This is an optimization exercise on Yosys and OpenROAD, whose aim is small area, not a production implementation. The RTL was checked by simulation tests, not by an equivalence proof against the original design. Power and IR drop assume default switching activity.

## data_mem_responder
module data_mem_responder #(
  parameter int DEPTH   = 64,
  parameter int LATENCY = 2
) (
  input  logic        clk,
  input  logic        reset,
  input  logic        MemReq,
  input  logic        MemWriteM,
  input  logic [31:0] ALUOutM,
  input  logic [31:0] WriteDataM,
  output logic [31:0] ReadData,
  output logic        MemStall,
  output logic        MemDone,
  output logic        AddrErr
);
clock: 6.5 ns
lec_check: 0
cap_margin: 20
core_margin: 2
core_utilization: 75
cts_cluster_diameter: 100
cts_cluster_size: 24
slew_margin: 20
synth_hierarchical: 1
synth_minimum_keep_size: 0
standard.sh (not shown) runs the stock make flow with config.mk's settings and CLKGATE_MAP_FILE= SYNTH_SCRIPT=/design/flow/synth_recipe.tcl, a recipe that flattens the netlist after the stock synthesis.
==> flow/flow/run.sh <==
#!/bin/bash
set -euo pipefail
bash standard.sh \
  "CTS_ARGS=-sink_clustering_enable -repair_clock_nets -buf_list sky130_fd_sc_hd__clkbuf_8 -sink_clustering_size 20 -sink_clustering_max_diameter 60 -dont_use_dummy_load" \
  "BUFFER_PORTS_ARGS=-buffer_cell sky130_fd_sc_hd__buf_1" \
  finish > standard_flow.log 2>&1
The starting point went through all stages and came out clean.
Edit:
==> flow/flow/run.sh (replaced) <==
#!/bin/bash
set -euo pipefail
bash standard.sh \
  "CTS_ARGS=-sink_clustering_enable -repair_clock_nets -buf_list sky130_fd_sc_hd__clkbuf_16 -sink_clustering_size 24 -sink_clustering_max_diameter 100 -dont_use_dummy_load" \
  "BUFFER_PORTS_ARGS=-buffer_cell sky130_fd_sc_hd__buf_1" \
  "RECOVER_POWER=100" \
  finish > standard_flow.log 2>&1
Settings changed: CORE_UTILIZATION 75 to 65.
What happened:
- The changed run completed and failed the layout checks on max-capacitance violations, max-slew violations
- worst setup slack loses 760 ps
- register-to-register slack gets worse by 760 ps
- wire length rose by a few percent
- non-clock buffer count is higher by 4
- final area goes up slightly
- die area climbs by about a fifth
- hold slack gets worse by 6.7 ps
- power came out higher by a few percent
- count of clock-buffer cells in the layout is lower by 19
- global-route usage drops by 4.1 points
- cell count rose by a few percent
Edit:
==> flow/flow/run.sh (replaced) <==
#!/bin/bash
set -euo pipefail
bash standard.sh \
  "CTS_ARGS=-sink_clustering_enable -repair_clock_nets -buf_list sky130_fd_sc_hd__clkbuf_8 -sink_clustering_size 16 -sink_clustering_max_diameter 50 -dont_use_dummy_load" \
  "BUFFER_PORTS_ARGS=-buffer_cell sky130_fd_sc_hd__buf_1" \
  finish > standard_flow.log 2>&1
Settings changed: CORE_UTILIZATION 65 to 75.
The new run went through all stages and came out clean; count of clock-buffer cells in the layout grows by 56; global-route usage came out higher by 4.5 points; maximum frequency grows by 16%; combinational power hardly moves; synthesized cell count stays the same; routed wire length came out lower by about 2.5%; setup slack improved by 740 ps; non-clock buffer count fell by 4.


## JK
data_mem_responder again, from the RTL that the note above started with.
clock: 6.5 ns
lec_check: 0
cap_margin: 20
core_margin: 2
core_utilization: 75
cts_cluster_diameter: 100
cts_cluster_size: 24
slew_margin: 20
synth_hierarchical: 1
synth_minimum_keep_size: 0
==> flow/flow/run.sh <==
#!/bin/bash
set -euo pipefail
bash standard.sh \
  "CTS_ARGS=-sink_clustering_enable -repair_clock_nets -buf_list sky130_fd_sc_hd__clkbuf_4 -sink_clustering_size 10 -sink_clustering_max_diameter 35 -dont_use_dummy_load" \
  "BUFFER_PORTS_ARGS=-buffer_cell sky130_fd_sc_hd__buf_1" \
  finish > standard_flow.log 2>&1
JK finished every stage and its layout cleared the timing, design-rule and antenna checks.
## Diff of input files: MS against JK
Settings: a change of CORE_UTILIZATION from 75 to 70.
==> flow/flow/run.sh <==
#!/bin/bash
set -euo pipefail
bash standard.sh \
  "CTS_ARGS=-sink_clustering_enable -repair_clock_nets -buf_list sky130_fd_sc_hd__clkbuf_8 -sink_clustering_size 16 -sink_clustering_max_diameter 50 -dont_use_dummy_load" \
  "BUFFER_PORTS_ARGS=-buffer_cell sky130_fd_sc_hd__buf_1" \
  finish > standard_flow.log 2>&1
[summary]
On post-layout minimum cycle time: between JK and MS, it ends up higher for JK. The lower global-route usage came out of MS. HPWL reported at the end of detailed placement of MS exceeds that of JK slightly.
Setup changes, MS to AL
Settings: CORE_UTILIZATION changed from 70 to 65.
==> flow/run.sh (new file) <==
#!/bin/bash
# synth_recipe.tcl (not shown) runs the flow's synth.tcl, then flattens the netlist and writes it again
# the make line also repeats each setting of config.mk as NAME=value (left out here)
make -C /OpenROAD-flow-scripts/flow DESIGN_CONFIG=/design/flow/config.mk WORK_HOME=/design/flow/orfs CLKGATE_MAP_FILE= SYNTH_SCRIPT=/design/flow/synth_recipe.tcl finish
removed: flow/flow/run.sh
removed: flow/standard.sh
Notes after the runs:
Compared with MS, AL instantiates a larger number of cells.
AL vs MS, met2 usage in global routing went down by 3.1 points.
Of AL and MS, the run reporting the higher number of placement rows was AL.
Sort AL and MS by upper clock frequency limit, descending, and MS comes first.
In AL relative to MS, internal power had gone up by a few percent.
First-iteration DRC count delta (AL − MS): unfavourable
Of AL and MS, it is AL that has the higher post-route fraction of the period consumed by the critical path.
Buffer share of cell area ends up higher on AL.
When AL is set beside MS, its share of cell area taken by flip-flops and latches turns out to be 1.5 points smaller.
Max-slew violation total from the final report came out exactly the same in AL and MS.
For MS, the start point of the critical path was wait_q, unlike AL, where it was ALUOutM[4].
Edits applied to the flow inputs when going from AL to TR:
Settings: a change of CORE_UTILIZATION from 65 to 75; a deleted CTS_CLUSTER_SIZE that had been 24; a deleted CTS_CLUSTER_DIAMETER that had been 100.
==> flow/flow/run.sh (new file) <==
#!/bin/bash
set -euo pipefail
bash standard.sh \
  "CTS_ARGS=-sink_clustering_enable -repair_clock_nets -buf_list sky130_fd_sc_hd__clkbuf_8 -sink_clustering_size 20 -sink_clustering_max_diameter 60 -dont_use_dummy_load" \
  "BUFFER_PORTS_ARGS=-buffer_cell sky130_fd_sc_hd__buf_1" \
  finish > standard_flow.log 2>&1
==> flow/standard.sh (new file) <==
#!/bin/bash
# synth_recipe.tcl (not shown) runs the flow's synth.tcl, then flattens the netlist and writes it again
# the make line also repeats each setting of config.mk as NAME=value (left out here)
make -C /OpenROAD-flow-scripts/flow DESIGN_CONFIG=/design/flow/config.mk WORK_HOME=/design/flow/orfs CLKGATE_MAP_FILE= SYNTH_SCRIPT=/design/flow/synth_recipe.tcl "${@:-finish}"
removed: flow/run.sh
[summary]
Layout overhead on the synthesized area: TR and AL compared, higher one is AL. Max switching power across TR and AL: AL. TR vs. AL: number of well taps went down by 136. Overall die area: TR < AL. Having completed the whole flow, TR delivered a layout that passed the timing, design-rule and antenna checks. From TR to AL, pin count of the biggest net entering global routing did not move at all. The detailed route wirelength on metal2 of TR falls short of that of AL by about 5%. Cmp TR and AL / pin slew with the least headroom to its limit / lower: TR.

==> static timing again, ports no longer ideal <==
In the flow no input, the clock included, has a driving cell. The finished layouts below were timed again as built, in two steps.
Step 1 sets driving cells, clkbuf_16 on the clock port and buf_2 on the other inputs (assumed; they add their load-dependent delay and slew).
Step 2 moves the port delays by t, midway between the first and last clock arrival at a register: inputs arrive t later, outputs are due t later. That takes back most of the time a late clock gives input paths.
Slacks: ideal ports / drivers / drivers and shift; pairs: ideal ports / drivers.
run | shift t [ns] | slack for setup (ns) | worst setup path after step 2 | slew at the worst register clock pin (ns)
the first run of note 1 | 0.839 | 1.921 / 1.921 / 1.358 | input to register | 0.12 / 0.12
the second run of note 1 | 0.774 | 1.163 / 1.163 / 0.575 | input to register | 0.10 / 0.10
the third run of note 1 | 0.900 | 1.901 / 1.901 / 1.344 | input to register | 0.10 / 0.10
JK | 1.163 | 1.851 / 1.851 / 1.303 | input to register | 0.12 / 0.12
MS | 0.901 | 2.297 / 2.297 / 1.610 | input to register | 0.10 / 0.10
AL | 0.780 | 1.489 / 1.537 / 0.757 | input to register | 0.10 / 0.10
TR | 0.839 | 1.921 / 1.921 / 1.358 | input to register | 0.12 / 0.12
For AL, which loses most, drivers alone change the setup slack by +0.048 ns; drivers and shift together by -0.732 ns.
